This is an optimization exercise on Yosys and OpenROAD, whose aim is small area and a short achievable clock period, not a production implementation.
At most, simulation tests tie the RTL to the original design; equivalence was not proved.
No functional check of the RTL was part of run 1.

==> flow/design.v, too long to show whole: its modules and the start of the top module <==
// module gardner_ted: 965 lines
// module loop_filter_pi: 311 lines
// module symbol_nco: 32 lines
// module timing_recovery_top: 39 lines
module timing_recovery_top (
  input  logic               clk,
  input  logic               reset_n,
  input  logic [31:0]        sample_i,     
  output logic [31:0]        sym_o,        
  output logic               sym_valid_o,
  output logic [18:0]        err_o,        
  output logic signed [11:0] ctrl_o
);
  // ...
==> flow/flow/run.sh <==
#!/bin/bash
# The standard layout (the standard.sh, unchanged synthesis and steps) with
# two make settings: the timing repair steps aim for 6.4 ns of setup slack
# (SETUP_SLACK_MARGIN=6.4), and every input and output port still gets its own
# buffer, but a buf_1 rather than the default delay buffer (BUFFER_PORTS_ARGS);
# the repair steps resize the ones on critical paths. The make output goes to
# standard_flow.log; each ORFS step also keeps its own log under orfs/logs.
set -euo pipefail
bash standard.sh SETUP_SLACK_MARGIN=6.4 "BUFFER_PORTS_ARGS=-buffer_cell sky130_fd_sc_hd__buf_1" finish > standard_flow.log 2>&1
==> flow/standard.sh <==
#!/bin/bash
# synth_recipe.tcl (not shown) runs the flow's synth.tcl, then flattens the netlist and writes it again
# the make line also repeats each setting of config.mk as NAME=value (left out here)
make -C /OpenROAD-flow-scripts/flow DESIGN_CONFIG=/design/flow/config.mk WORK_HOME=/design/flow/orfs CLKGATE_MAP_FILE= SYNTH_SCRIPT=/design/flow/synth_recipe.tcl "${@:-finish}"
==> flow/config.mk <==
export PLATFORM = sky130hd
export DESIGN_NAME = timing_recovery_top
export DESIGN_NICKNAME = timing_recovery_top
export VERILOG_FILES = /design/flow/design.v
export SDC_FILE = /design/flow/constraint.sdc
export NUM_CORES = 4
export LEC_CHECK = 0
export CAP_MARGIN = 20
export CORE_MARGIN = 2
export CORE_UTILIZATION = 40
export CTS_CLUSTER_DIAMETER = 100
export CTS_CLUSTER_SIZE = 25
export SLEW_MARGIN = 20
==> flow/constraint.sdc <==
create_clock -name core_clock -period 12.0 [get_ports {clk}]
set_input_delay 2.4000 -clock core_clock [delete_from_list [all_inputs] [get_ports {clk}]]
set_output_delay 2.4000 -clock core_clock [all_outputs]
set_load 0.01 [all_outputs]
==> out/metrics.cfg, run 1 <==
[timing]
tns_ps = 0

[setup_path]
cp_slowest_cell = or3_4
cp-startpoint = u_ted.t_q[9]
critPathTopFamily = compound AO/OA/AOI/OAI gates
cp.required_ps = 9600

[synth]
synthAdderAreaFrac_pct = 21.8
synth_seq_cells = 429
synth_edf_count = 21
syn_area_um2 = 23800
synthXorXnorAreaFrac_pct = 13.6
synth_compound_area_share_pct = 14.1
synth.area.top_cells = dfxtp_1, fa_1, xnor2_1

[cells_and_area]
n_antenna_cell = 0

[clock_network]
cts_max_level = 1
postCtsSetupRepairBufs = 13

[detailed_routing]
antenna_left = 0
vias_per_cell = 5.31
met3_wirelength_um = 3480

[min_path]
hp-start = u_ted.dline[8][17]

[global_route]
grt_util_met1_pct = 27.4
grt.total_usage_pct = 19.6

[placed_design]
dpl_cell_area_um2 = 25100

[outcome]
status = no timing/DRC/antenna violations

==> run 2, diff against run 1 <==
--- a/flow/design.v
+++ b/flow/design.v
@@ -304,48 +304,48 @@
   assign t258 = hpr216 ^ pp_i0_4;
   assign s256 = t258 ^ pp_i1_19;
   assign c257 = (hpr216 & pp_i0_4) | (pp_i1_19 & t258);
   assign t261 = pp_q0_110 ^ pp_q1_125;
   assign s259 = t261 ^ c246;
   assign c260 = (pp_q0_110 & pp_q1_125) | (c246 & t261);
   assign t264 = c249 ^ s256;
   assign s262 = t264 ^ s259;
-  assign c263 = (c249 & s256) | (s259 & t264);
+  assign c263 = t264 ? s259 : c249;
   assign s265 = c255 ^ c252;
   assign c266 = c255 & c252;
   assign t269 = hpr217 ^ neg_i[2];
   assign s267 = t269 ^ neg_q[2];
   assign c268 = (hpr217 & neg_i[2]) | (neg_q[2] & t269);
   assign t272 = pp_i0_5 ^ pp_i1_20;
   assign s270 = t272 ^ pp_i2_35;
   assign c271 = (pp_i0_5 & pp_i1_20) | (pp_i2_35 & t272);
   assign t275 = pp_q0_111 ^ pp_q1_126;
   assign s273 = t275 ^ pp_q2_141;
   assign c274 = (pp_q0_111 & pp_q1_126) | (pp_q2_141 & t275);
   assign t278 = s267 ^ c257;
   assign s276 = t278 ^ s270;
-  assign c277 = (s267 & c257) | (s270 & t278);
+  assign c277 = t278 ? s270 : s267;
   assign t281 = s273 ^ c260;
   assign s279 = t281 ^ s276;
   assign c280 = t281 ? s276 : s273;
   assign s282 = c266 ^ c263;
   assign c283 = c266 & c263;
   assign t286 = hpr218 ^ pp_i0_6;
   assign s284 = t286 ^ pp_i1_21;
   assign c285 = (hpr218 & pp_i0_6) | (pp_i1_21 & t286);
   assign t289 = pp_i2_36 ^ pp_q0_112;
   assign s287 = t289 ^ pp_q1_127;
   assign c288 = (pp_i2_36 & pp_q0_112) | (pp_q1_127 & t289);
   assign t292 = pp_q2_142 ^ c268;
   assign s290 = t292 ^ c271;
   assign c291 = (pp_q2_142 & c268) | (c271 & t292);
   assign t295 = c274 ^ s284;
   assign s293 = t295 ^ s287;
-  assign c294 = (c274 & s284) | (s287 & t295);
+  assign c294 = t295 ? s287 : c274;
   assign t298 = c277 ^ s290;
   assign s296 = t298 ^ s293;
   assign c297 = t298 ? s293 : c277;
   assign s299 = c283 ^ c280;
   assign c300 = c283 & c280;
   assign t303 = hpr219 ^ neg_i[3];
   assign s301 = t303 ^ neg_q[3];
   assign c302 = (hpr219 & neg_i[3]) | (neg_q[3] & t303);
@@ -355,20 +355,20 @@
   assign t309 = pp_i3_52 ^ pp_q0_113;
   assign s307 = t309 ^ pp_q1_128;
   assign c308 = (pp_i3_52 & pp_q0_113) | (pp_q1_128 & t309);
   assign t312 = pp_q2_143 ^ pp_q3_158;
   assign s310 = t312 ^ s301;
   assign c311 = (pp_q2_143 & pp_q3_158) | (s301 & t312);
   assign t315 = c285 ^ c288;
   assign s313 = t315 ^ s304;
-  assign c314 = (c285 & c288) | (s304 & t315);
+  assign c314 = t315 ? s304 : c285;
   assign t318 = s307 ^ s310;
   assign s316 = t318 ^ c291;
-  assign c317 = (s307 & s310) | (c291 & t318);
+  assign c317 = t318 ? c291 : s307;
   assign t321 = c294 ^ s313;
   assign s319 = t321 ^ s316;
   assign c320 = t321 ? s316 : c294;
   assign s322 = c297 ^ c300;
   assign c323 = c297 & c300;
   assign t326 = hpr220 ^ pp_i0_8;
   assign s324 = t326 ^ pp_i1_23;
   assign c325 = (hpr220 & pp_i0_8) | (pp_i1_23 & t326);
@@ -378,20 +378,20 @@
   assign t332 = pp_q1_129 ^ pp_q2_144;
   assign s330 = t332 ^ pp_q3_159;
   assign c331 = (pp_q1_129 & pp_q2_144) | (pp_q3_159 & t332);
   assign t335 = c302 ^ c305;
   assign s333 = t335 ^ c308;
   assign c334 = (c302 & c305) | (c308 & t335);
   assign t338 = s324 ^ s327;
   assign s336 = t338 ^ s330;
-  assign c337 = (s324 & s327) | (s330 & t338);
+  assign c337 = t338 ? s330 : s324;
   assign t341 = c311 ^ c314;
   assign s339 = t341 ^ s333;
-  assign c340 = (c311 & c314) | (s333 & t341);
+  assign c340 = t341 ? s333 : c311;
   assign t344 = s336 ^ c317;
   assign s342 = t344 ^ s339;
   assign c343 = t344 ? s339 : s336;
   assign s345 = c320 ^ c323;
   assign c346 = c320 & c323;
   assign t349 = hpr221 ^ neg_i[4];
   assign s347 = t349 ^ neg_q[4];
   assign c348 = (hpr221 & neg_i[4]) | (neg_q[4] & t349);
@@ -404,20 +404,20 @@
   assign t358 = pp_q1_130 ^ pp_q2_145;
   assign s356 = t358 ^ pp_q3_160;
   assign c357 = (pp_q1_130 & pp_q2_145) | (pp_q3_160 & t358);
   assign t361 = pp_q4_173 ^ s347;
   assign s359 = t361 ^ c325;
   assign c360 = (pp_q4_173 & s347) | (c325 & t361);
   assign t364 = c328 ^ c331;
   assign s362 = t364 ^ s350;
-  assign c363 = (c328 & c331) | (s350 & t364);
+  assign c363 = t364 ? s350 : c328;
   assign t367 = s353 ^ s356;
   assign s365 = t367 ^ c334;
-  assign c366 = (s353 & s356) | (c334 & t367);
+  assign c366 = t367 ? c334 : s353;
   assign t370 = c337 ^ s359;
   assign s368 = t370 ^ s362;
   assign c369 = t370 ? s362 : c337;
   assign t373 = c340 ^ s365;
   assign s371 = t373 ^ s368;
   assign c372 = t373 ? s368 : c340;
   assign s374 = c343 ^ c346;
   assign c375 = c343 & c346;
@@ -433,20 +433,20 @@
   assign t387 = pp_q3_161 ^ pp_q4_174;
   assign s385 = t387 ^ c348;
   assign c386 = (pp_q3_161 & pp_q4_174) | (c348 & t387);
   assign t390 = c351 ^ c354;
   assign s388 = t390 ^ c357;
   assign c389 = (c351 & c354) | (c357 & t390);
   assign t393 = s376 ^ s379;
   assign s391 = t393 ^ s382;
-  assign c392 = (s376 & s379) | (s382 & t393);
+  assign c392 = t393 ? s382 : s376;
   assign t396 = s385 ^ c360;
   assign s394 = t396 ^ c363;
-  assign c395 = (s385 & c360) | (c363 & t396);
+  assign c395 = t396 ? c363 : s385;
   assign t399 = s388 ^ s391;
   assign s397 = t399 ^ c366;
   assign c398 = t399 ? c366 : s388;
   assign t402 = c369 ^ s394;
   assign s400 = t402 ^ s397;
   assign c401 = t402 ? s397 : c369;
   assign s403 = c372 ^ c375;
   assign c404 = c372 & c375;
@@ -465,23 +465,23 @@
   assign t419 = pp_q3_162 ^ pp_q4_175;
   assign s417 = t419 ^ pp_q5_186;
   assign c418 = (pp_q3_162 & pp_q4_175) | (pp_q5_186 & t419);
   assign t422 = s405 ^ c377;
   assign s420 = t422 ^ c380;
   assign c421 = (s405 & c377) | (c380 & t422);
   assign t425 = c383 ^ s408;
   assign s423 = t425 ^ s411;
-  assign c424 = (c383 & s408) | (s411 & t425);
+  assign c424 = t425 ? s411 : c383;
   assign t428 = s414 ^ s417;
   assign s426 = t428 ^ c386;
-  assign c427 = (s414 & s417) | (c386 & t428);
+  assign c427 = t428 ? c386 : s414;
   assign t431 = c389 ^ c392;
   assign s429 = t431 ^ s420;
-  assign c430 = (c389 & c392) | (s420 & t431);
+  assign c430 = t431 ? s420 : c389;
   assign t434 = s423 ^ s426;
   assign s432 = t434 ^ c395;
   assign c433 = t434 ? c395 : s423;
   assign t437 = s429 ^ c398;
   assign s435 = t437 ^ s432;
   assign c436 = t437 ? s432 : s429;
   assign s438 = c401 ^ c404;
   assign c439 = c401 & c404;
@@ -500,23 +500,23 @@
   assign t454 = pp_q5_187 ^ c406;
   assign s452 = t454 ^ c409;
   assign c453 = (pp_q5_187 & c406) | (c409 & t454);
   assign t457 = c412 ^ c415;
   assign s455 = t457 ^ c418;
   assign c456 = (c412 & c415) | (c418 & t457);
   assign t460 = s440 ^ s443;
   assign s458 = t460 ^ s446;
-  assign c459 = (s440 & s443) | (s446 & t460);
+  assign c459 = t460 ? s446 : s440;
   assign t463 = s449 ^ c421;
   assign s461 = t463 ^ c424;
-  assign c462 = (s449 & c421) | (c424 & t463);
+  assign c462 = t463 ? c424 : s449;
   assign t466 = s452 ^ s455;
   assign s464 = t466 ^ c427;
-  assign c465 = (s452 & s455) | (c427 & t466);
+  assign c465 = t466 ? c427 : s452;
   assign t469 = s458 ^ c430;
   assign s467 = t469 ^ s461;
   assign c468 = t469 ? s461 : s458;
   assign t472 = s464 ^ c433;
   assign s470 = t472 ^ s467;
   assign c471 = t472 ? s467 : s464;
   assign s473 = c436 ^ s470;
   assign c474 = c436 & s470;
@@ -538,23 +538,23 @@
   assign t492 = pp_q5_188 ^ pp_q6_197;
   assign s490 = t492 ^ s475;
   assign c491 = (pp_q5_188 & pp_q6_197) | (s475 & t492);
   assign t495 = c441 ^ c444;
   assign s493 = t495 ^ c447;
   assign c494 = (c441 & c444) | (c447 & t495);
   assign t498 = c450 ^ s478;
   assign s496 = t498 ^ s481;
-  assign c497 = (c450 & s478) | (s481 & t498);
+  assign c497 = t498 ? s481 : c450;
   assign t501 = s484 ^ s487;
   assign s499 = t501 ^ s490;
-  assign c500 = (s484 & s487) | (s490 & t501);
+  assign c500 = t501 ? s490 : s484;
   assign t504 = c453 ^ c456;
   assign s502 = t504 ^ c459;
-  assign c503 = (c453 & c456) | (c459 & t504);
+  assign c503 = t504 ? c459 : c453;
   assign t507 = s493 ^ s496;
   assign s505 = t507 ^ s499;
   assign c506 = t507 ? s499 : s493;
   assign t510 = c462 ^ c465;
   assign s508 = t510 ^ s502;
   assign c509 = t510 ? s502 : c462;
   assign t513 = s505 ^ c468;
   assign s511 = t513 ^ s508;
@@ -576,23 +576,23 @@
   assign t530 = pp_q4_178 ^ pp_q5_189;
   assign s528 = t530 ^ pp_q6_198;
   assign c529 = (pp_q4_178 & pp_q5_189) | (pp_q6_198 & t530);
   assign t533 = c476 ^ c479;
   assign s531 = t533 ^ c482;
   assign c532 = (c476 & c479) | (c482 & t533);
   assign t536 = c485 ^ c488;
   assign s534 = t536 ^ s516;
-  assign c535 = (c485 & c488) | (s516 & t536);
+  assign c535 = t536 ? s516 : c485;
   assign t539 = s519 ^ s522;
   assign s537 = t539 ^ s525;
-  assign c538 = (s519 & s522) | (s525 & t539);
+  assign c538 = t539 ? s525 : s519;
   assign t542 = s528 ^ c491;
   assign s540 = t542 ^ c494;
-  assign c541 = (s528 & c491) | (c494 & t542);
+  assign c541 = t542 ? c494 : s528;
   assign t545 = c497 ^ s531;
   assign s543 = t545 ^ s534;
   assign c544 = t545 ? s534 : c497;
   assign t548 = s537 ^ c500;
   assign s546 = t548 ^ c503;
   assign c547 = t548 ? c503 : s537;
   assign t551 = s540 ^ s543;
   assign s549 = t551 ^ c506;
@@ -623,23 +623,23 @@
   assign t577 = pp_q7_206 ^ s557;
   assign s575 = t577 ^ c517;
   assign c576 = (pp_q7_206 & s557) | (c517 & t577);
   assign t580 = c520 ^ c523;
   assign s578 = t580 ^ c526;
   assign c579 = (c520 & c523) | (c526 & t580);
   assign t583 = c529 ^ s560;
   assign s581 = t583 ^ s563;
-  assign c582 = (c529 & s560) | (s563 & t583);
+  assign c582 = t583 ? s563 : c529;
   assign t586 = s566 ^ s569;
   assign s584 = t586 ^ s572;
-  assign c585 = (s566 & s569) | (s572 & t586);
+  assign c585 = t586 ? s572 : s566;
   assign t589 = c532 ^ c535;
   assign s587 = t589 ^ c538;
-  assign c588 = (c532 & c535) | (c538 & t589);
+  assign c588 = t589 ? c538 : c532;
   assign t592 = s575 ^ s578;
   assign s590 = t592 ^ s581;
   assign c591 = t592 ? s581 : s575;
   assign t595 = s584 ^ c541;
   assign s593 = t595 ^ c544;
   assign c594 = t595 ? c544 : s584;
   assign t598 = s587 ^ s590;
   assign s596 = t598 ^ c547;
@@ -667,26 +667,26 @@
   assign t621 = pp_q6_200 ^ pp_q7_207;
   assign s619 = t621 ^ c558;
   assign c620 = (pp_q6_200 & pp_q7_207) | (c558 & t621);
   assign t624 = c561 ^ c564;
   assign s622 = t624 ^ c567;
   assign c623 = (c561 & c564) | (c567 & t624);
   assign t627 = c570 ^ c573;
   assign s625 = t627 ^ s604;
-  assign c626 = (c570 & c573) | (s604 & t627);
+  assign c626 = t627 ? s604 : c570;
   assign t630 = s607 ^ s610;
   assign s628 = t630 ^ s613;
-  assign c629 = (s607 & s610) | (s613 & t630);
+  assign c629 = t630 ? s613 : s607;
   assign t633 = s616 ^ s619;
   assign s631 = t633 ^ c576;
-  assign c632 = (s616 & s619) | (c576 & t633);
+  assign c632 = t633 ? c576 : s616;
   assign t636 = c579 ^ c582;
   assign s634 = t636 ^ c585;
-  assign c635 = (c579 & c582) | (c585 & t636);
+  assign c635 = t636 ? c585 : c579;
   assign t639 = s622 ^ s625;
   assign s637 = t639 ^ s628;
   assign c638 = t639 ? s628 : s622;
   assign t642 = c588 ^ s631;
   assign s640 = t642 ^ c591;
   assign c641 = t642 ? c591 : c588;
   assign t645 = s634 ^ s637;
   assign s643 = t645 ^ c594;
@@ -714,26 +714,26 @@
   assign t668 = pp_q6_201 ^ pp_q7_208;
   assign s666 = t668 ^ c605;
   assign c667 = (pp_q6_201 & pp_q7_208) | (c605 & t668);
   assign t671 = c608 ^ c611;
   assign s669 = t671 ^ c614;
   assign c670 = (c608 & c611) | (c614 & t671);
   assign t674 = c617 ^ s651;
   assign s672 = t674 ^ s654;
-  assign c673 = (c617 & s651) | (s654 & t674);
+  assign c673 = t674 ? s654 : c617;
   assign t677 = s657 ^ s660;
   assign s675 = t677 ^ s663;
-  assign c676 = (s657 & s660) | (s663 & t677);
+  assign c676 = t677 ? s663 : s657;
   assign t680 = c620 ^ c623;
   assign s678 = t680 ^ c626;
-  assign c679 = (c620 & c623) | (c626 & t680);
+  assign c679 = t680 ? c626 : c620;
   assign t683 = c629 ^ s666;
   assign s681 = t683 ^ s669;
-  assign c682 = (c629 & s666) | (s669 & t683);
+  assign c682 = t683 ? s669 : c629;
   assign t686 = s672 ^ s675;
   assign s684 = t686 ^ c632;
   assign c685 = t686 ? c632 : s672;
   assign t689 = c635 ^ c638;
   assign s687 = t689 ^ s678;
   assign c688 = t689 ? s678 : c635;
   assign t692 = s681 ^ s684;
   assign s690 = t692 ^ c641;
@@ -760,23 +760,23 @@
   assign t714 = pp_q7_209 ^ c652;
   assign s712 = t714 ^ c655;
   assign c713 = (pp_q7_209 & c652) | (c655 & t714);
   assign t717 = c658 ^ c661;
   assign s715 = t717 ^ c664;
   assign c716 = (c658 & c661) | (c664 & t717);
   assign t720 = s698 ^ s700;
   assign s718 = t720 ^ s703;
-  assign c719 = (s698 & s700) | (s703 & t720);
+  assign c719 = t720 ? s703 : s698;
   assign t723 = s706 ^ s709;
   assign s721 = t723 ^ c667;
-  assign c722 = (s706 & s709) | (c667 & t723);
+  assign c722 = t723 ? c667 : s706;
   assign t726 = c670 ^ c673;
   assign s724 = t726 ^ c676;
-  assign c725 = (c670 & c673) | (c676 & t726);
+  assign c725 = t726 ? c676 : c670;
   assign t729 = s712 ^ s715;
   assign s727 = t729 ^ s718;
   assign c728 = t729 ? s718 : s712;
   assign t732 = c679 ^ c682;
   assign s730 = t732 ^ s721;
   assign c731 = t732 ? s721 : c679;
   assign t735 = s724 ^ s727;
   assign s733 = t735 ^ c685;
@@ -804,23 +804,23 @@
   assign t758 = pp_q7_210 ^ c699;
   assign s756 = t758 ^ c701;
   assign c757 = (pp_q7_210 & c699) | (c701 & t758);
   assign t761 = c704 ^ c707;
   assign s759 = t761 ^ c710;
   assign c760 = (c704 & c707) | (c710 & t761);
   assign t764 = s742 ^ s744;
   assign s762 = t764 ^ s747;
-  assign c763 = (s742 & s744) | (s747 & t764);
+  assign c763 = t764 ? s747 : s742;
   assign t767 = s750 ^ s753;
   assign s765 = t767 ^ c713;
-  assign c766 = (s750 & s753) | (c713 & t767);
+  assign c766 = t767 ? c713 : s750;
   assign t770 = c716 ^ c719;
   assign s768 = t770 ^ s756;
-  assign c769 = (c716 & c719) | (s756 & t770);
+  assign c769 = t770 ? s756 : c716;
   assign t773 = s759 ^ s762;
   assign s771 = t773 ^ c722;
   assign c772 = t773 ? c722 : s759;
   assign t776 = c725 ^ s765;
   assign s774 = t776 ^ c728;
   assign c775 = t776 ? c728 : c725;
   assign t779 = s768 ^ c731;
   assign s777 = t779 ^ s771;
@@ -845,23 +845,23 @@
   assign t799 = pp_q7_211 ^ c743;
   assign s797 = t799 ^ c745;
   assign c798 = (pp_q7_211 & c743) | (c745 & t799);
   assign t802 = c748 ^ c751;
   assign s800 = t802 ^ c754;
   assign c801 = (c748 & c751) | (c754 & t802);
   assign t805 = s785 ^ s788;
   assign s803 = t805 ^ s791;
-  assign c804 = (s785 & s788) | (s791 & t805);
+  assign c804 = t805 ? s791 : s785;
   assign t808 = s794 ^ c757;
   assign s806 = t808 ^ c760;
-  assign c807 = (s794 & c757) | (c760 & t808);
+  assign c807 = t808 ? c760 : s794;
   assign t811 = c763 ^ s797;
   assign s809 = t811 ^ s800;
-  assign c810 = (c763 & s797) | (s800 & t811);
+  assign c810 = t811 ? s800 : c763;
   assign t814 = s803 ^ c766;
   assign s812 = t814 ^ c769;
   assign c813 = t814 ? c769 : s803;
   assign t817 = s806 ^ s809;
   assign s815 = t817 ^ c772;
   assign c816 = t817 ? c772 : s806;
   assign t820 = c775 ^ s812;
   assign s818 = t820 ^ s815;
==> run 2 against run 1 <==
Still clean; via count increased by 3.4%; flip-flop and latch count unchanged; setup slack improved by 54 ps; synthesized area increased by 0.95%; register-to-register slack improved by 140 ps; core utilization decreased by 0.35 points; die area increased by 0.93%; design area decreased by 0.22%.
==> out/metrics.cfg, run 2 <==
[timing]
grt_setup_unrepaired = yes
clock.fmax_mhz = 182
layout_worst_path_cycle_share_pct = 45.9
maxSlewViolCount = 0
fin_worst_skew_ps = 32.5
worst_pin_slew_ps = 1040
setup_viol = 0
layout_min_cycle_time_ps = 5510
hold_violations = 0
holdWs_ps = 322
slew_headroom_pct = 30.6
tns_ps = 0  ; unchanged

[clock_network]
cts.sinks = 429
clk_pin_slew_ps = 90
insertion_delay_ps = 600
cts_tree = built
clockBufferDepth = 3
cts_max_level = 1  ; unchanged
numCtsBuffers = 26
cts-root-buf = clkbuf_16
holdBufCountCts = 0

[synth]
synthTopCellsByCount = dfxtp_1, xnor2_1, xor2_1
synth_nets = 2599
async_flop_share_pct = 0
yosysTopAreaCell = dfxtp_1
synth_seq_cells = 429  ; unchanged
avgSynthCellArea_um2 = 10.4
syn_inst = 2317
ys_warn_count = 4
synth.area.top_cells = dfxtp_1, fa_1, xnor2_1
syn_area_um2 = 24100  ; +0.95%
ys_types = 84
synthFlopType = dfxtp_1
synth.top_cell.area_share_pct = 34.0
ys_seq_area_share_pct = 36.6
synth_most_common_cell = dfxtp_1
synth_edf_count = 21  ; unchanged

[placed_design]
hpwl_um = 47000
portBuffers = 97
gp_congestion = 0.913

[global_route]
grt.total_usage_pct = 20.2  ; +0.59 points
grt_max_degree = 33
antenna_found_initial = 0
grt_pass1_vias = 17100
grt_pass1_wl_um = 99500
gr-total-overflow = 0

[die]
die_area_um2 = 62100
rows = 89
pin_count = 98
core_um2 = 59200
die_h_um = 249
initial_core_util_pct = 40.6
die_x_um = 249

[min_path]
hold_depth = 0
hold_class = register to register
hp-start = u_ted.dline[5][2]
worstHoldEndpoint = u_ted.dline[6][2]

[setup_path]
slowest_delay_ps = 490
path_cells = buf_1, a22oi_1, xnor2_1, fa_1, inv_1, fa_1, maj3_1, maj3_1, xor2_1, maj3_1, o21ai_1, xor2_1
cp_slowest_cell = buf_1
cp.arrival_ps = 6010
r2r_start = u_ted.t_q[9]
cp.required_ps = 12510  ; +2910 ps
crit_top_cell = maj3_1
startpoint_type = input pin
critPathTopFamily = adder cells
timing.rr.end = u_lf.ctrl_q[5]
r2r_slack_ps = 6610
path_max_fanout = 11
path_class = input pin to register
worstSetupEndpointType = register
worst-path-buf-inv = 2
worstRegToRegCells = 23

[cells_and_area]
n_antenna_cell = 0  ; unchanged
area_growth_pct = 10.2
fillers = 5604
drive_gt1_share_pct = 8.78
regMostFlops = u_ted.dline
largest_register_ffs = 320
layout_common_cells = dfxtp_1, xnor2_1, xor2_1
layout_commonest_cell = dfxtp_1
finalNetCount = 2652
biggestRegsByFlops = u_ted.dline (320), u_ted.t_q (42), u_ted.hp_q (21)

[outcome]
status = no timing/DRC/antenna violations

[detailed_routing]
vias = 17100
vias_per_cell = 5.41  ; +1.9%
first_iter_violations = 1323
avgRoutedWirePerCell_um = 20.3
firstDrtPassIters = 8
finalWirelength_um = 64000
drc = 0
antenna_left = 0  ; unchanged

[job]
drv_cap = 0

[run 2: timing repair]
| item | 4_1_cts | 5_1_grt |
|---|---|---|
| buffers inserted | 16 | 13 |
| endpoints found under the setup margin | 31 | 36 |
| cloned | 2 | 0 |
| gates resized for setup | 44 | 57 |
| pin swaps | 13 | 15 |
[run 2: worst max path at each step]
stage	depth (start not counted)	to	startpoint
2_1_floorplan	12	u_ted.t_q[41]	sample_i[20]
3_3_place_gp	13	u_ted.t_q[24]	sample_i[20]
3_5_place_dp	12	u_ted.t_q[20]	sample_i[23]
4_1_cts	12	err_o[18]	u_ted.t_q[9]
5_1_grt	14	u_ted.t_q[41]	sample_i[23]
6_report	12	u_ted.t_q[41]	sample_i[28]
[run 2: through the flow]
stage	instance area, µm²	utilization (%)	setup WS, ps	instances
after global routing	26500	44.8	6320	3154
after detailed placement	25100	42.3	5570	3084
final	26500	44.8	6490	3154
after floorplan	24100	-	6380	2317
after global placement	25100	42.3	5580	3084
after CTS	26300	44.3	6380	3141
[run 2: kinds of logic after synthesis]
group / Yosys count / share of synthesized area, %
and+or+nand+nor: 315 / 6.51
adders and majority gates: 308 / 19.1
xor gates and xnor gates: 437 / 16.1
buffers and inverters: 255 / 4.35
AOI/OAI and AO/OA: 507 / 14.5
DFF: 429 / 36.6
muxes: 66 / 2.80
[run 2: cell type report]
cell class | instances | area, µm² | share of cell area (%)
multi-input combinational | 1634 | 14500 | 54.6
sequential | 429 | 8810 | 33.2
tap | 773 | 967 | 3.65
timing repair buffer | 155 | 908 | 3.43
clock buffer | 26 | 651 | 2.45
inverter | 124 | 473 | 1.78
clock inverter | 13 | 224 | 0.845
[run 2: worst reg2reg max path: cells and delay by family (launching register included)]
kind	cells	cell delay, ps
and+or+nand+nor	4	940
AOI/OAI and AO/OA	10	2190
xor gates and xnor gates	1	170
buffers and inverters	3	330
DFF	1	330
adders and majority gates	5	1320
[run 2: routing by layer]
| metal | GRT usage [%] | up-vias | routed length, µm | share of wire [%] |
|---|---|---|---|---|
| li1 | - | 8066 | - | - |
| met1 | 27.9 | 8424 | 29200 | 46 |
| met2 | 33.5 | 500 | 29500 | 46 |
| met3 | 3.04 | 74 | 4000 | 6.3 |
| met4 | 4.06 | 0 | 1200 | 1.9 |
| met5 | 0 | - | 0 | 0 |
==> run 3, diff against run 2 <==
==> flow/flow/run.sh (replaced) <==
#!/bin/bash
# The standard layout (the standard.sh, unchanged synthesis and steps) with
# two make settings: the timing repair steps aim for 6.8 ns of setup slack
# (SETUP_SLACK_MARGIN=6.8), and every input and output port still gets its own
# buffer, but a buf_1 rather than the default delay buffer (BUFFER_PORTS_ARGS);
# the repair steps resize the ones on critical paths. The make output goes to
# standard_flow.log; each ORFS step also keeps its own log under orfs/logs.
set -euo pipefail
bash standard.sh SETUP_SLACK_MARGIN=6.8 "BUFFER_PORTS_ARGS=-buffer_cell sky130_fd_sc_hd__buf_1" finish > standard_flow.log 2>&1
==> run 3 against run 2 <==
Die area did not move; critical endpoint is now u_lf.ctrl_q[7]; flip-flop and latch count did not move.
==> out/metrics.cfg, run 3 <==
[outcome]
status = no timing/DRC/antenna violations

[synth]
syn_area_um2 = 24100  ; unchanged
async_flop_share_pct = 0  ; unchanged
synth_edf_count = 21  ; unchanged
ys_warn_count = 4  ; unchanged
synth.area.top_cells = dfxtp_1, fa_1, xnor2_1
synth_seq_cells = 429  ; unchanged
synthFlopType = dfxtp_1
ys_types = 84  ; unchanged
avgSynthCellArea_um2 = 10.4  ; unchanged
ys_seq_area_share_pct = 36.6  ; unchanged
synth_nets = 2599  ; unchanged
yosysTopAreaCell = dfxtp_1
synth.top_cell.area_share_pct = 34.0  ; unchanged
synthTopCellsByCount = dfxtp_1, xnor2_1, xor2_1
syn_inst = 2317  ; unchanged
synth_most_common_cell = dfxtp_1

[cells_and_area]
fin_area_um2 = 27700  ; +4.3%
layout_common_cells = dfxtp_1, xnor2_1, xor2_1
biggestRegsByFlops = u_ted.dline (320), u_ted.t_q (42), u_ted.hp_q (21)
n_antenna_cell = 0  ; unchanged
largest_register_ffs = 320  ; unchanged
drive_gt1_share_pct = 16.8  ; +8.1 points
utilization_pct = 46.7  ; +1.9 points
layout_commonest_cell = dfxtp_1
regMostFlops = u_ted.dline
area_growth_pct = 14.9
finalNetCount = 2696  ; +1.7%

[setup_path]
path_max_fanout = 4  ; -7
worstSetupEndpointType = register
cp_slowest_cell = fa_1
startpoint_type = register
timing.rr.end = u_lf.ctrl_q[7]
r2r_start = u_ted.t_q[9]
worstRegToRegCells = 28  ; +22%
r2r_slack_ps = 6530  ; -80 ps
cp.required_ps = 12460  ; -50 ps
cp.arrival_ps = 5930  ; -80 ps
path_class = register to register
slowest_delay_ps = 450  ; -40 ps
crit_top_cell = buf_4

[clock_network]
clk_pin_slew_ps = 90  ; about the same
cts_max_level = 1  ; unchanged
cts_tree = built
numCtsBuffers = 25  ; -3.8%
insertion_delay_ps = 580  ; -20 ps
holdBufCountCts = 0  ; unchanged
cts.sinks = 429  ; unchanged
cts-root-buf = clkbuf_16
clockBufferDepth = 3  ; unchanged

[placed_design]
portBuffers = 97  ; unchanged
hpwl_um = 45100  ; -4.0%
gp_congestion = 0.904  ; -1.0%
dpl_cell_area_um2 = 25400  ; +1.5%

[timing]
setup_viol = 0  ; unchanged
tns_ps = 0  ; unchanged
layout_worst_path_cycle_share_pct = 45.6  ; -0.33 points
holdWs_ps = 325  ; +2.78 ps
clock.fmax_mhz = 183  ; +0.73%
layout_min_cycle_time_ps = 5470  ; -40.0 ps
slew_headroom_pct = 26.2  ; -4.4 points
grt_setup_unrepaired = yes
worst_pin_slew_ps = 1100  ; +65.2 ps
hold_violations = 0  ; unchanged
fin_worst_skew_ps = 16.2  ; -16.3 ps
maxSlewViolCount = 0  ; unchanged

[global_route]
grt_pass1_vias = 17300  ; +1.4%
grt_max_degree = 33  ; unchanged
antenna_found_initial = 0  ; unchanged
grt_pass1_wl_um = 96700  ; -2.7%
gr-total-overflow = 0  ; unchanged
grt.total_usage_pct = 19.5  ; -0.71 points

[die]
pin_count = 98  ; unchanged
rows = 89  ; unchanged
die_x_um = 249  ; unchanged
initial_core_util_pct = 40.6  ; unchanged
core_um2 = 59200  ; unchanged
die_area_um2 = 62100  ; unchanged
die_h_um = 249  ; unchanged

[detailed_routing]
drc = 0  ; unchanged
wl_met2_um = 29000  ; -1.9%
avgRoutedWirePerCell_um = 19.3  ; -5.0%
vias = 17100  ; +0.36%
wirelength_met1_um = 27600  ; -5.7%
finalWirelength_um = 61600  ; -3.7%
first_iter_violations = 973  ; -26%
firstDrtPassIters = 5  ; -3
antenna_left = 0  ; unchanged
vias_per_cell = 5.36  ; -0.99%
top_layer = met4
met3_wirelength_um = 3460  ; -13%

[job]
drv_cap = 0  ; unchanged

[min_path]
hold_depth = 0  ; unchanged
hold_class = register to register
worstHoldEndpoint = u_ted.dline[9][10]
hp-start = u_ted.dline[8][10]

[run 3: cell counts after synthesis]
Identical to the previous run, type by type.
[run 3: stage by stage]
step / std cells / setup slack, ps
after floorplan: 2317 / 6640
after global placement: 3090 / 5870
after detailed placement: 3090 / 5810
after CTS: 3164 / 6380
after global routing: 3197 / 6360
final: 3197 / 6530
[run 3: kinds of logic after synthesis]
kind of cell    share of synthesized area [%]
buf+inv                                  4.35
flops                                    36.6
fa+ha+maj                                19.1
simple gates                             6.51
xor+xnor                                 16.1
mux                                      2.80
compound gates                           14.5
[run 3: timing repair]
| action | 4_1_cts | 5_1_grt |
|---|---|---|
| pin swaps | 15 | 38 |
| cloned | 2 | 0 |
| setup endpoints to repair | 56 | 46 |
| resized for setup | 127 | 105 |
| buffers inserted | 35 | 33 |
[run 3: per-layer routing]
layer  up-vias  track usage, %
met5         -               0
met4         0            5.23
met3        92            2.60
met2       471            32.8
met1      8406            26.3
li1       8157               -
[run 3: layout make-up]
class	count	area (µm²)
Multi-Input combinational cell	1635	15300
Sequential cell	429	8810
Inverter	124	477
Clock buffer	27	643
Fill cell	5445	31600
Clock inverter	10	145
Timing Repair Buffer	199	1330
Tap cell	773	967
[run 3: critical path, delay by kind of cell, from the launching register on]
family | cells | cell delay, ps
simple gates | 4 | 970
buf+inv | 9 | 1170
xor+xnor | 1 | 140
fa+ha+maj | 5 | 1390
compound gates | 9 | 1320
flops | 1 | 340
[run 3: worst max-delay path by stage]
stage	startpoint	endpoint	slack [ps]	depth (start not counted)
finish	u_ted.t_q[9]	u_lf.ctrl_q[7]	6530	28
global route	u_ted.t_q[8]	u_lf.ctrl_q[7]	6360	28
CTS	u_ted.t_q[9]	err_o[18]	6380	12
detailed placement	sample_i[17]	u_ted.t_q[29]	5810	11
global placement	sample_i[18]	u_ted.t_q[30]	5870	12
floorplan	sample_i[19]	u_ted.t_q[29]	6640	14
==> run 4, diff against run 3 <==
==> flow/flow/run.sh (replaced) <==
#!/bin/bash
# The standard layout (the standard.sh, unchanged synthesis and steps) with
# two make settings: the timing repair steps aim for 6.6 ns of setup slack
# (SETUP_SLACK_MARGIN=6.6), and every input and output port still gets its own
# buffer, but a buf_1 rather than the default delay buffer (BUFFER_PORTS_ARGS);
# the repair steps resize the ones on critical paths. The make output goes to
# standard_flow.log; each ORFS step also keeps its own log under orfs/logs.
set -euo pipefail
bash standard.sh SETUP_SLACK_MARGIN=6.6 "BUFFER_PORTS_ARGS=-buffer_cell sky130_fd_sc_hd__buf_1" finish > standard_flow.log 2>&1
--- a/flow/config.mk
+++ b/flow/config.mk
@@ -9,5 +9,5 @@
 export CORE_MARGIN = 2
 export CORE_UTILIZATION = 40
-export CTS_CLUSTER_DIAMETER = 100
-export CTS_CLUSTER_SIZE = 25
+export CTS_CLUSTER_DIAMETER = 80
+export CTS_CLUSTER_SIZE = 30
 export SLEW_MARGIN = 20
==> run 4 against run 3 <==
Clock skew is 19 ps higher; cell count is 0.97% lower; worst hold slack worse by 13 ps; register-to-register slack better by 190 ps; maximum frequency is 0.26% higher; via count is 1.4% lower; sequential share of layout area is 0.62 points higher; first-iteration DRC count is 15% higher; core utilization is 0.88 points lower; critical endpoint is now err_o[18].
==> out/metrics.cfg, run 4 <==
[setup_path]
path_max_fanout = 3  ; -1
cp.required_ps = 9600  ; -2860 ps
worstSetupEndpointType = output port
r2r_slack_ps = 6720  ; +190 ps
cp.arrival_ps = 3050  ; -2880 ps
path_class = register to output port
cp_slowest_cell = fa_2
path_cells = ha_4, ha_4, inv_2, fa_2, nor2b_4, o211ai_1, buf_4, a2bb2oi_4, a31oi_4, o21ai_4, xnor2_4, clkinvlp_4, buf_6
slowest_delay_ps = 360  ; -90 ps
startpoint_type = register
crit_top_cell = ha_4

[die]
core_um2 = 59200  ; unchanged
die_h_um = 249  ; unchanged
pin_count = 98  ; unchanged
die_x_um = 249  ; unchanged
rows = 89  ; unchanged
die_area_um2 = 62100  ; unchanged
initial_core_util_pct = 40.6  ; unchanged

[timing]
grt_setup_unrepaired = yes
maxSlewViolCount = 0  ; unchanged
layout_worst_path_cycle_share_pct = 45.4  ; -0.12 points
layout_min_cycle_time_ps = 5450  ; -14.2 ps
worst_pin_slew_ps = 1040  ; -58.4 ps
clock.fmax_mhz = 183  ; +0.26%
slew_headroom_pct = 30.3  ; +4.1 points
setup_viol = 0  ; unchanged
fin_worst_skew_ps = 35.6  ; +19.4 ps
hold_violations = 0  ; unchanged
tns_ps = 0  ; unchanged

[detailed_routing]
avgRoutedWirePerCell_um = 19.0  ; -1.4%
drc = 0  ; unchanged
vias_per_cell = 5.33  ; -0.44%
antenna_left = 0  ; unchanged
firstDrtPassIters = 5  ; unchanged
first_iter_violations = 1120  ; +15%
finalWirelength_um = 60100  ; -2.4%
vias = 16900  ; -1.4%

[cells_and_area]
largest_register_ffs = 320  ; unchanged
fin_area_um2 = 27100  ; -1.9%
n_antenna_cell = 0  ; unchanged
regMostFlops = u_ted.dline
finalNetCount = 2659  ; -1.4%
biggestRegsByFlops = u_ted.dline (320), u_ted.t_q (42), u_ted.hp_q (21)
layout_commonest_cell = dfxtp_1
layout_common_cells = dfxtp_1, xnor2_1, xor2_1
area_growth_pct = 12.8
fillers = 5542  ; +1.8%
regArea_um2 = 8810  ; about the same
multi_input_area_um2 = 14800  ; -3.2%
drive_gt1_share_pct = 12.4  ; -4.4 points

[synth]
synthTopCellsByCount = dfxtp_1, xnor2_1, xor2_1
synthFlopType = dfxtp_1
ys_seq_area_share_pct = 36.6  ; unchanged
synth_seq_cells = 429  ; unchanged
synth.area.top_cells = dfxtp_1, fa_1, xnor2_1
syn_inst = 2317  ; unchanged
synth_nets = 2599  ; unchanged
yosysTopAreaCell = dfxtp_1
async_flop_share_pct = 0  ; unchanged
synth_edf_count = 21  ; unchanged
synth_most_common_cell = dfxtp_1
syn_area_um2 = 24100  ; unchanged
ys_types = 84  ; unchanged
ys_warn_count = 4  ; unchanged
synth.top_cell.area_share_pct = 34.0  ; unchanged
avgSynthCellArea_um2 = 10.4  ; unchanged

[placed_design]
hpwl_um = 45300  ; +0.45%
gp_congestion = 0.916  ; +1.3%
portBuffers = 97  ; unchanged
dpl_cell_area_um2 = 25200  ; -0.93%

[clock_network]
clockBufferDepth = 3  ; unchanged
cts-root-buf = clkbuf_16
clk_pin_slew_ps = 100  ; about the same
cts_max_level = 1  ; unchanged
numCtsBuffers = 28  ; +12%
holdBufCountCts = 0  ; unchanged
insertion_delay_ps = 630  ; +50 ps
cts_tree = built
cts.sinks = 429  ; unchanged

[global_route]
gr-total-overflow = 0  ; unchanged
grt_pass1_wl_um = 94900  ; -1.9%
grt_max_degree = 33  ; unchanged
grt_pass1_vias = 17100  ; -0.88%
antenna_found_initial = 0  ; unchanged
grt.total_usage_pct = 19.0  ; -0.43 points

[outcome]
status = no timing/DRC/antenna violations

[min_path]
hold_class = register to register

[job]
drv_cap = 0  ; unchanged

## run 4: cell counts after synthesis
No cell type changed its count.
## run 4: through the flow
stage / util [%] / cells / worst slack, ps / hold slack [ps]
2_1_floorplan: - / 2317 / 6560 / 310
3_3_place_gp: 42.5 / 3089 / 5740 / 310
3_5_place_dp: 42.5 / 3089 / 5660 / 312
4_1_cts: 45.3 / 3155 / 6350 / 313
5_1_grt: 45.8 / 3166 / 6410 / 306
6_report: 45.8 / 3166 / 6550 / 312
## run 4: final timing paths
kind / start / endpoint / depth (start not counted)
worst max register to register: u_ted.t_q[9] / u_lf.ctrl_q[10] / 24
worst min register to register: u_ted.dline[5][16] / u_ted.dline[6][16] / 0
worst min-delay path: u_ted.dline[5][16] / u_ted.dline[6][16] / 0
worst max-delay path: u_ted.t_q[9] / err_o[18] / 13
## run 4: area by class of cell
class,count,share of cell area (%)
clock buffers,29,2.67
clock inverters,17,1.54
well taps,773,3.57
multi-input cells,1634,54.5
inverters,124,1.76
flip-flops and latches,429,32.5
repair buffers,160,3.44
## run 4: what timing repair did
action                     CTS  global route
setup endpoints to repair   43            43
gates resized for setup     80            90
pin swaps                   11            19
setup buffers               19            11
cloned                       1             0
## run 4: critical path: cells and delay by family (launching register included)
| family | cells | cell delay [ps] |
|---|---|---|
| compound gates | 4 | 590 |
| xor+xnor | 1 | 150 |
| fa+ha+maj | 3 | 760 |
| buf+inv | 4 | 490 |
| flops | 1 | 340 |
| simple gates | 1 | 130 |
## run 4: cell families (layout without fill, tap and decap cells)
logic type	Yosys count	count (layout)	synth area share, %
AO/OA/AOI/OAI	507	508	14.5
XOR/XNOR	437	437	16.1
flip-flops	429	429	36.6
AND/OR/NAND/NOR	315	315	6.51
adder cells (fa/ha/maj)	308	308	19.1
buffers and inverters	255	330	4.35
multiplexers	66	66	2.80
## run 4: metal layers
layer / up-vias / global-route usage [%] / wire length, µm
li1: 8067 / - / -
met1: 8263 / 26.3 / 27500
met2: 479 / 30.9 / 27700
met3: 77 / 2.77 / 3260
met4: 0 / 5.58 / 1640
met5: - / 0 / 0
==> run 5, diff against run 4 <==
--- a/flow/config.mk
+++ b/flow/config.mk
@@ -9,5 +9,5 @@
 export CORE_MARGIN = 2
 export CORE_UTILIZATION = 40
-export CTS_CLUSTER_DIAMETER = 80
-export CTS_CLUSTER_SIZE = 30
+export CTS_CLUSTER_DIAMETER = 70
+export CTS_CLUSTER_SIZE = 35
 export SLEW_MARGIN = 20
==> run 5 against run 4 <==
Global-route usage grew 0.084 points; still clean; largest cell class unchanged; flip-flop and latch count is the same; non-clock buffer count up 10; worst hold slack improved by 6.7 ps; maximum frequency down 0.40%; die area is the same; synthesized area unchanged; critical endpoint unchanged; design area is 1.0% higher; wire length increased by 0.97%.
==> out/metrics.cfg, run 5 <==
[cells_and_area]
finalNetCount = 2668  ; +0.34%
largest_register_ffs = 320  ; unchanged
biggestRegsByFlops = u_ted.dline (320), u_ted.t_q (42), u_ted.hp_q (21)
n_antenna_cell = 0  ; unchanged
utilization_pct = 46.3  ; +0.46 points
drive_gt1_share_pct = 12.9  ; +0.48 points
area_growth_pct = 13.9
layout_common_cells = dfxtp_1, xnor2_1, xor2_1
regMostFlops = u_ted.dline
layoutNonFillerInstCount = 3177  ; +0.35%
layout_commonest_cell = dfxtp_1

[global_route]
antenna_found_initial = 0  ; unchanged
grt.total_usage_pct = 19.1  ; +0.084 points
grt_pass1_wl_um = 95200  ; +0.38%
gr-total-overflow = 0  ; unchanged
grt_max_degree = 36  ; +9.1%
grt_pass1_vias = 17200  ; +0.31%

[synth]
synth_edf_count = 21  ; unchanged
syn_inst = 2317  ; unchanged
synth_compound_area_share_pct = 14.5  ; unchanged
ys_warn_count = 4  ; unchanged
synth_top_family_by_area = adder cells
syn_area_um2 = 24100  ; unchanged
ys_types = 84  ; unchanged
synth_most_common_cell = dfxtp_1
synthFlopType = dfxtp_1
synthAdderAreaFrac_pct = 19.1  ; unchanged
synthTopCellsByCount = dfxtp_1, xnor2_1, xor2_1
synth.area.top_cells = dfxtp_1, fa_1, xnor2_1
synth_seq_cells = 429  ; unchanged
synth_mux_area_share_pct = 2.80  ; unchanged
avgSynthCellArea_um2 = 10.4  ; unchanged
async_flop_share_pct = 0  ; unchanged
synth.top_cell.area_share_pct = 34.0  ; unchanged
ys_seq_area_share_pct = 36.6  ; unchanged
synthXorXnorAreaFrac_pct = 16.1  ; unchanged
synth_simple_gate_area_share_pct = 6.51  ; unchanged
synth_nets = 2599  ; unchanged
yosysTopAreaCell = dfxtp_1

[die]
initial_core_util_pct = 40.6  ; unchanged
die_area_um2 = 62100  ; unchanged
core_um2 = 59200  ; unchanged
die_x_um = 249  ; unchanged
rows = 89  ; unchanged
pin_count = 98  ; unchanged
die_h_um = 249  ; unchanged

[timing]
grt_setup_unrepaired = yes
slew_headroom_pct = 28.6  ; -1.7 points
holdWs_ps = 319  ; +6.72 ps
setup_viol = 0  ; unchanged
hold_violations = 0  ; unchanged
clock.fmax_mhz = 183  ; -0.40%
fin_worst_skew_ps = 40.3  ; +4.67 ps
tns_ps = 0  ; unchanged
layout_min_cycle_time_ps = 5480  ; +21.8 ps
worst_pin_slew_ps = 1060  ; +19.1 ps
maxSlewViolCount = 0  ; unchanged
layout_worst_path_cycle_share_pct = 45.6  ; +0.18 points

[setup_path]
path_class = register to output port
r2r_start = u_ted.t_q[9]
worstSetupEndpointType = output port
cp.arrival_ps = 3080  ; +30 ps
cp-startpoint = u_ted.t_q[9]
cp.required_ps = 9600  ; about the same
startpoint_type = register
path_max_fanout = 3  ; unchanged

[min_path]
hold_class = register to register
hp-start = u_ted.dline[4][9]

[placed_design]
hpwl_um = 45300  ; unchanged
gp_congestion = 0.916  ; unchanged
dp.cells = 3089  ; unchanged
portBuffers = 97  ; unchanged

[clock_network]
holdBufCountCts = 0  ; unchanged
cts_max_level = 1  ; unchanged
clockBufferDepth = 3  ; unchanged
numCtsBuffers = 27  ; -3.6%
clk_pin_slew_ps = 110  ; about the same
cts_tree = built
insertion_delay_ps = 630  ; about the same
cts-root-buf = clkbuf_16
cts.sinks = 429  ; unchanged

[outcome]
status = no timing/DRC/antenna violations

[detailed_routing]
avgRoutedWirePerCell_um = 19.1  ; +0.62%
vias_per_cell = 5.34  ; +0.19%
first_iter_violations = 974  ; -13%
drc = 0  ; unchanged
firstDrtPassIters = 5  ; unchanged
finalWirelength_um = 60700  ; +0.97%
vias = 17000  ; +0.54%
antenna_left = 0  ; unchanged

[job]
drv_cap = 0  ; unchanged

[run 5: cell types whose count changed in the layout (fill, tap and decap cells not counted), moves of 4 or more]
cell / delta
a21oi_1: -5
a21oi_2: +5
buf_1: +4
buf_2: -6
buf_4: +8
clkbuf_2: -5
clkdlybuf4s18_2: +4
ha_2: -4
ha_4: +4
[run 5: what timing repair did]
action	in CTS	in global routing
gates resized for setup	85	84
buffers inserted	18	22
setup endpoints to repair	44	39
gates cloned	1	0
pin swaps	13	26
[run 5: worst max-delay path, stage by stage, from the launching register on]
cell and delay, ps:
dfxtp_2 340, ha_4 270, ha_4 130, inv_2 40, fa_2 360, nor2b_4 130, o211ai_1 100, buf_4 160
a2bb2oi_4 160, a31oi_4 120, o21ai_4 230, xnor2_4 160, clkinvlp_4 140, buf_6 140
[run 5: logic make-up (layout without fill, tap and decap cells)]
family,Yosys count,after routing
multiplexers,66,66
AO/OA/AOI/OAI,507,508
AND/OR/NAND/NOR,315,315
XOR/XNOR,437,437
buffers and inverters,255,341
adder cells (fa/ha/maj),308,308
flip-flops,429,429
[run 5: final cells by class]
cell class | instances | area [µm²]
clock inverters | 19 | 523
well taps | 773 | 967
inverters | 124 | 477
repair buffers | 170 | 1060
multi-input cells | 1634 | 14900
fillers | 5517 | 31800
clock buffers | 28 | 689
flip-flops and latches | 429 | 8810
[run 5: path summary, 6_finish.rpt]
kind	slack [ps]	endpoint	depth (start not counted)
setup reg to reg	6680	u_lf.ctrl_q[10]	25
setup / recovery	6520	err_o[18]	13
hold reg to reg	320	u_ted.dline[5][9]	0
hold / removal	320	u_ted.dline[5][9]	0
[run 5: through the flow]
stage	worst slack [ps]	area [µm²]
floorplan	6560	24300
global placement	5740	25200
detailed placement	5660	25200
CTS	6360	26900
global route	6410	27400
finish	6520	27400
[run 5: layer usage]
layer | vias up | global-route usage, % | share of wire [%]
met2 | 495 | 31.2 | 46
met1 | 8323 | 26.3 | 46
met5 | - | 0 | 0
met3 | 80 | 2.80 | 5.2
met4 | 0 | 5.40 | 2.6
li1 | 8079 | - | -
==> run 6, diff against run 5 <==
--- a/flow/config.mk
+++ b/flow/config.mk
@@ -9,5 +9,5 @@
 export CORE_MARGIN = 2
 export CORE_UTILIZATION = 40
-export CTS_CLUSTER_DIAMETER = 70
-export CTS_CLUSTER_SIZE = 35
+export CTS_CLUSTER_DIAMETER = 100
+export CTS_CLUSTER_SIZE = 25
 export SLEW_MARGIN = 20
==> run 6 against run 5 <==
Global-route usage about the same; die area unchanged; highest routed layer unchanged; sequential share of layout area up 0.41 points; largest cell class unchanged.
==> out/metrics.cfg, run 6 <==
[cells_and_area]
utilization_pct = 45.7  ; -0.58 points
layout_commonest_cell = dfxtp_1
largest_register_ffs = 320  ; unchanged
area_growth_pct = 12.5
n_antenna_cell = 0  ; unchanged
layout_common_cells = dfxtp_1, xnor2_1, xor2_1
regMostFlops = u_ted.dline
biggestRegsByFlops = u_ted.dline (320), u_ted.t_q (42), u_ted.hp_q (21)
finalNetCount = 2669  ; +0.037%
drive_gt1_share_pct = 12.9  ; +0.027 points
layoutNonFillerInstCount = 3172  ; -0.16%

[setup_path]
path_cells = ha_4, ha_4, buf_4, buf_6, a211oi_4, nor2_2, o31a_1, a221oi_4, xnor2_2, buf_4
slowest_delay_ps = 380  ; +20 ps
path_class = register to output port
cp_slowest_cell = o31a_1
startpoint_type = register
path_max_fanout = 4  ; +1
worst-path-buf-inv = 3  ; -1
critPathTopFamily = compound AO/OA/AOI/OAI gates
cp.required_ps = 9600  ; about the same
worstSetupEndpointType = output port
cp.arrival_ps = 3020  ; -60 ps
r2r_slack_ps = 6720  ; +40 ps

[detailed_routing]
vias_per_cell = 5.36  ; +0.23%
drc = 0  ; unchanged
firstDrtPassIters = 6  ; +1
vias = 17000  ; +0.071%
first_iter_violations = 1024  ; +5.1%
avgRoutedWirePerCell_um = 19.0  ; -0.49%
finalWirelength_um = 60300  ; -0.65%
antenna_left = 0  ; unchanged

[synth]
synth_seq_cells = 429  ; unchanged
ys_warn_count = 4  ; unchanged
syn_inst = 2317  ; unchanged
ys_seq_area_share_pct = 36.6  ; unchanged
synth.top_cell.area_share_pct = 34.0  ; unchanged
synthTopCellsByCount = dfxtp_1, xnor2_1, xor2_1
synth_most_common_cell = dfxtp_1
ys_types = 84  ; unchanged
syn_area_um2 = 24100  ; unchanged
synth_nets = 2599  ; unchanged
synth_edf_count = 21  ; unchanged
yosysTopAreaCell = dfxtp_1
synthFlopType = dfxtp_1
avgSynthCellArea_um2 = 10.4  ; unchanged
async_flop_share_pct = 0  ; unchanged
synth.area.top_cells = dfxtp_1, fa_1, xnor2_1

[clock_network]
insertion_delay_ps = 600  ; -30 ps
cts.sinks = 429  ; unchanged
holdBufCountCts = 0  ; unchanged
clockBufferDepth = 3  ; unchanged
cts_max_level = 1  ; unchanged
numCtsBuffers = 27  ; unchanged
clk_pin_slew_ps = 90  ; -20 ps
cts-root-buf = clkbuf_16
cts_tree = built

[die]
core_um2 = 59200  ; unchanged
pin_count = 98  ; unchanged
die_x_um = 249  ; unchanged
die_h_um = 249  ; unchanged
die_area_um2 = 62100  ; unchanged
rows = 89  ; unchanged
initial_core_util_pct = 40.6  ; unchanged

[placed_design]
dp.cells = 3089  ; unchanged
portBuffers = 97  ; unchanged
gp_congestion = 0.916  ; unchanged
hpwl_um = 45300  ; unchanged

[global_route]
grt_pass1_wl_um = 95100  ; -0.11%
grt_pass1_vias = 17200  ; +0.10%
grt.total_usage_pct = 19.1  ; about the same
antenna_found_initial = 1  ; +1
grt_max_degree = 33  ; -8.3%
gr-total-overflow = 0  ; unchanged

[outcome]
status = no timing/DRC/antenna violations

[timing]
setup_viol = 0  ; unchanged
slew_headroom_pct = 30.3  ; +1.7 points
fin_worst_skew_ps = 22.5  ; -17.8 ps
tns_ps = 0  ; unchanged
hold_violations = 0  ; unchanged
layout_worst_path_cycle_share_pct = 45.2  ; -0.44 points
clock.fmax_mhz = 184  ; +0.98%
holdWs_ps = 328  ; +8.89 ps
worst_pin_slew_ps = 1040  ; -19.3 ps
grt_setup_unrepaired = yes
layout_min_cycle_time_ps = 5420  ; -53.1 ps
maxSlewViolCount = 0  ; unchanged

[min_path]
hold_class = register to register

[job]
drv_cap = 0  ; unchanged

-- run 6: final cells by class --
class	count	area [µm²]
clock buffer	28	679
multi-input combinational	1634	14900
tap	773	967
fill	5587	32200
inverter	124	477
timing repair buffer	171	1050
sequential	429	8810
clock inverter	13	219
-- run 6: worst paths after layout --
kind                          start           endpoint  cells past startpoint
setup / recovery       u_ted.t_q[9]          err_o[17]                     10
hold / removal    u_ted.dline[5][0]  u_ted.dline[6][0]                      0
setup reg to reg       u_ted.t_q[9]     u_lf.ctrl_q[4]                     25
hold reg to reg   u_ted.dline[5][0]  u_ted.dline[6][0]                      0
-- run 6: through the flow --
step           area [µm²]  worst slack, ps
2_1_floorplan       24300             6560
5_1_grt             27100             6460
6_report            27100             6580
3_5_place_dp        25200             5660
3_3_place_gp        25200             5740
4_1_cts             26700             6360
-- run 6: timing repair --
item,4_1_cts,5_1_grt
buffers inserted,24,17
endpoints found under the setup margin,44,39
pin swaps,19,24
gates cloned,1,0
resized for setup,92,89
-- run 6: cell families (layout without fill, tap and decap cells) --
logic type / count (synthesis) / after routing / synth area share, %
compound gates: 507 / 508 / 14.5
xor+xnor: 437 / 437 / 16.1
fa+ha+maj: 308 / 308 / 19.1
buf+inv: 255 / 336 / 4.35
flops: 429 / 429 / 36.6
mux: 66 / 66 / 2.80
simple gates: 315 / 315 / 6.51
-- run 6: metal layers --
layer	track usage, %	part of all wire (%)	vias to the layer above	wire [µm]
li1	-	-	8092	-
met1	26.1	45	8280	27400
met2	31.3	46	522	27800
met3	2.97	6.1	95	3690
met4	5.58	2.5	0	1520
met5	0	0	-	0
==> run 7, diff against run 6 <==
--- a/flow/config.mk
+++ b/flow/config.mk
@@ -11,3 +11,4 @@
 export CTS_CLUSTER_DIAMETER = 100
 export CTS_CLUSTER_SIZE = 25
+export GPL_ROUTABILITY_DRIVEN = 0
 export SLEW_MARGIN = 20
==> run 7 against run 6 <==
Critical path depth rose by 2; non-clock buffer count fell by 15; highest routed layer unchanged; setup slack got worse by 69 ps; first-iteration DRC count rose by 5.4%; critical endpoint is now err_o[18]; sequential share of layout area rose by 0.35 points; die area did not move; flip-flop and latch count did not move; via count fell by 0.84%; clock-buffer cell count fell by 1.
==> out/metrics.cfg, run 7 <==
[global_route]
grt_pass1_wl_um = 94200  ; -1.0%
grt_pass1_vias = 16900  ; -1.9%
grt_max_degree = 33  ; unchanged
gr-total-overflow = 0  ; unchanged
grt.total_usage_pct = 18.8  ; -0.28 points
antenna_found_initial = 0  ; -1

[setup_path]
slowest_delay_ps = 340  ; -40 ps
cp_slowest_cell = dfxtp_2
worstRegToRegCells = 24  ; -4.0%
crit_top_cell = ha_4
path_class = register to output port
worstSetupEndpointType = output port
cp.arrival_ps = 3090  ; +70 ps
cp_num_cells = 12  ; +2
cp.required_ps = 9600  ; about the same
startpoint_type = register
critPathTopFamily = compound AO/OA/AOI/OAI gates
path_max_fanout = 2  ; -2
worst-path-buf-inv = 3  ; unchanged
path_cells = ha_4, ha_4, inv_2, fa_2, nor2b_2, o211ai_1, a2bb2oi_2, a31oi_4, o21ai_4, xnor2_4, clkinvlp_4, buf_6

[min_path]
hold_depth = 0  ; unchanged
hold_class = register to register

[timing]
layout_worst_path_cycle_share_pct = 45.8  ; +0.58 points
fin_worst_skew_ps = 31.5  ; +9.05 ps
setup_viol = 0  ; unchanged
clock.fmax_mhz = 182  ; -1.3%
worst_pin_slew_ps = 1080  ; +35.3 ps
layout_min_cycle_time_ps = 5490  ; +69.0 ps
maxSlewViolCount = 0  ; unchanged
hold_violations = 0  ; unchanged
slew_headroom_pct = 27.6  ; -2.8 points
tns_ps = 0  ; unchanged
grt_setup_unrepaired = yes

[die]
pin_count = 98  ; unchanged
die_x_um = 249  ; unchanged
core_um2 = 59200  ; unchanged
initial_core_util_pct = 40.6  ; unchanged
die_area_um2 = 62100  ; unchanged
die_h_um = 249  ; unchanged
rows = 89  ; unchanged

[detailed_routing]
firstDrtPassIters = 8  ; +2
vias_per_cell = 5.34  ; -0.27%
antenna_left = 0  ; unchanged
finalWirelength_um = 59500  ; -1.3%
first_iter_violations = 1079  ; +5.4%
avgRoutedWirePerCell_um = 18.9  ; -0.74%
drc = 0  ; unchanged
vias = 16800  ; -0.84%

[outcome]
status = no timing/DRC/antenna violations

[cells_and_area]
regMostFlops = u_ted.dline
fin_area_um2 = 26800  ; -1.1%
largest_register_ffs = 320  ; unchanged
finalNetCount = 2652  ; -0.64%
area_growth_pct = 11.2
fillers = 5551  ; -0.64%
layout_commonest_cell = dfxtp_1
layout_common_cells = dfxtp_1, xnor2_1, xor2_1
biggestRegsByFlops = u_ted.dline (320), u_ted.t_q (42), u_ted.hp_q (21)
drive_gt1_share_pct = 11.8  ; -1.1 points

[clock_network]
cts_tree = built
cts.sinks = 429  ; unchanged
numCtsBuffers = 25  ; -7.4%
insertion_delay_ps = 600  ; about the same
cts_max_level = 1  ; unchanged
clk_pin_slew_ps = 90  ; about the same
cts-root-buf = clkbuf_16
clockBufferDepth = 3  ; unchanged

[synth]
yosysTopAreaCell = dfxtp_1
syn_inst = 2317  ; unchanged
synth_most_common_cell = dfxtp_1
syn_area_um2 = 24100  ; unchanged
ys_warn_count = 4  ; unchanged
synth_edf_count = 21  ; unchanged
synth_seq_cells = 429  ; unchanged
synth_nets = 2599  ; unchanged
async_flop_share_pct = 0  ; unchanged
synth.area.top_cells = dfxtp_1, fa_1, xnor2_1
synthTopCellsByCount = dfxtp_1, xnor2_1, xor2_1
synth.top_cell.area_share_pct = 34.0  ; unchanged
avgSynthCellArea_um2 = 10.4  ; unchanged
ys_types = 84  ; unchanged
ys_seq_area_share_pct = 36.6  ; unchanged
synthFlopType = dfxtp_1

[placed_design]
portBuffers = 97  ; unchanged
dpl_cell_area_um2 = 25200  ; about the same
hpwl_um = 44600  ; -1.6%

[job]
drv_cap = 0  ; unchanged

==> run 7: cell counts after synthesis <==
Identical to the previous run, type by type.
==> run 7: logic make-up (layout without fill, tap and decap cells) <==
logic type               after synthesis  after routing  share of synthesized area (%)
AO/OA/AOI/OAI                        507            507                           14.5
AND/OR/NAND/NOR                      315            315                           6.51
XOR/XNOR                             437            438                           16.1
buffers and inverters                255            317                           4.35
flip-flops                           429            429                           36.6
multiplexers                          66             66                           2.80
other                                  0              1                              0
adder cells (fa/ha/maj)              308            308                           19.1
==> run 7: cell type report <==
| type | count | area, µm² | area share [%] |
|---|---|---|---|
| multi-input combinational | 1634 | 14800 | 55.3 |
| sequential | 429 | 8810 | 32.9 |
| tap | 773 | 967 | 3.61 |
| timing repair buffer | 156 | 915 | 3.42 |
| clock buffer | 27 | 633 | 2.37 |
| inverter | 124 | 477 | 1.78 |
| clock inverter | 10 | 166 | 0.622 |
| antenna | 1 | 2.50 | 0.00935 |
==> run 7: what timing repair did <==
item                                    CTS  global route
gates resized for setup                  72            99
hold buffers                              0             0
buffers inserted                         18            12
cloned                                    1             0
pin swaps                                15            22
endpoints found under the setup margin   44            41
==> run 7: worst paths after layout <==
check	startpoint	slack, ps	to
max	u_ted.t_q[8]	6510	err_o[18]
min reg2reg	u_ted.dline[5][9]	320	u_ted.dline[6][9]
max reg2reg	u_ted.t_q[8]	6710	u_lf.ctrl_q[0]
min	u_ted.dline[5][9]	320	u_ted.dline[6][9]
==> run 7: stage by stage <==
stage / setup slack, ps / instances / utilization (%) / hold slack [ps]
after floorplan: 6560 / 2317 / - / 310
after global placement: 5620 / 3085 / 42.5 / 310
after detailed placement: 5680 / 3085 / 42.5 / 312
after CTS: 6430 / 3141 / 44.6 / 325
after global routing: 6380 / 3153 / 45.2 / 331
final: 6510 / 3154 / 45.2 / 321
==> run 7: worst register-to-register path, stage by stage (launching register included) <==
cell        delay, ps
dfxtp_2           340
ha_4              260
ha_4              130
inv_2              40
fa_2              340
nor2b_2           140
o211ai_1          180
a2bb2oi_2         260
a31oi_4           140
o21ai_4           230
xnor2_4           160
clkinvlp_4        140
buf_4             170
ha_1              220
a211o_1           280
ha_4              260
and4_1            190
and3_1            190
or3_4             400
a2111oi_4         430
o22ai_4           190
buf_6             170
a21oi_1           130
a211o_1           130
a21oi_1            60
==> run 7: routing by layer <==
| metal | track usage [%] | up-vias | wire (µm) |
|---|---|---|---|
| met3 | 2.35 | 81 | 3240 |
| met5 | 0 | - | 0 |
| met1 | 26.3 | 8187 | 27500 |
| met2 | 30.7 | 513 | 27200 |
| li1 | - | 8066 | - |
| met4 | 5.22 | 0 | 1560 |

==> afterwards: timing with drivers on the ports <==
The flow's constraints put no driver on any port. The routed layouts listed below were extracted and timed again, unchanged, in two steps.
Step 1, drivers: a clkbuf_16 drives clk and a buf_2 each remaining input, both assumed.
Step 2 times the ports against the registers' clock, not the clock port: input delays grow and output delays shrink by t, the midpoint of the rising clock arrivals with the driver on.
a / b / c = ideal / step 1 / step 2; a / b = the first two.
run	shift t [ns]	setup slack, ns	worst setup path at the end	worst slew at a driven data input, ns
run 1	0.631	6.438 / 6.380 / 5.903	input to register	0.07
run 2	0.645	6.492 / 6.452 / 5.874	input to register	0.04
run 3	0.629	6.532 / 6.488 / 6.309	input to register	0.03
run 4	0.673	6.547 / 6.486 / 6.176	input to register	0.06
run 5	0.672	6.525 / 6.463 / 6.056	input to register	0.06
run 6	0.649	6.578 / 6.516 / 6.031	input to register	0.06
run 7	0.643	6.509 / 6.451 / 6.094	input to register	0.05
After both steps setup and hold are still met in every run listed. The setup slack of run 2, which loses most, moves by -0.040 ns with the drivers and by -0.618 ns with both steps.
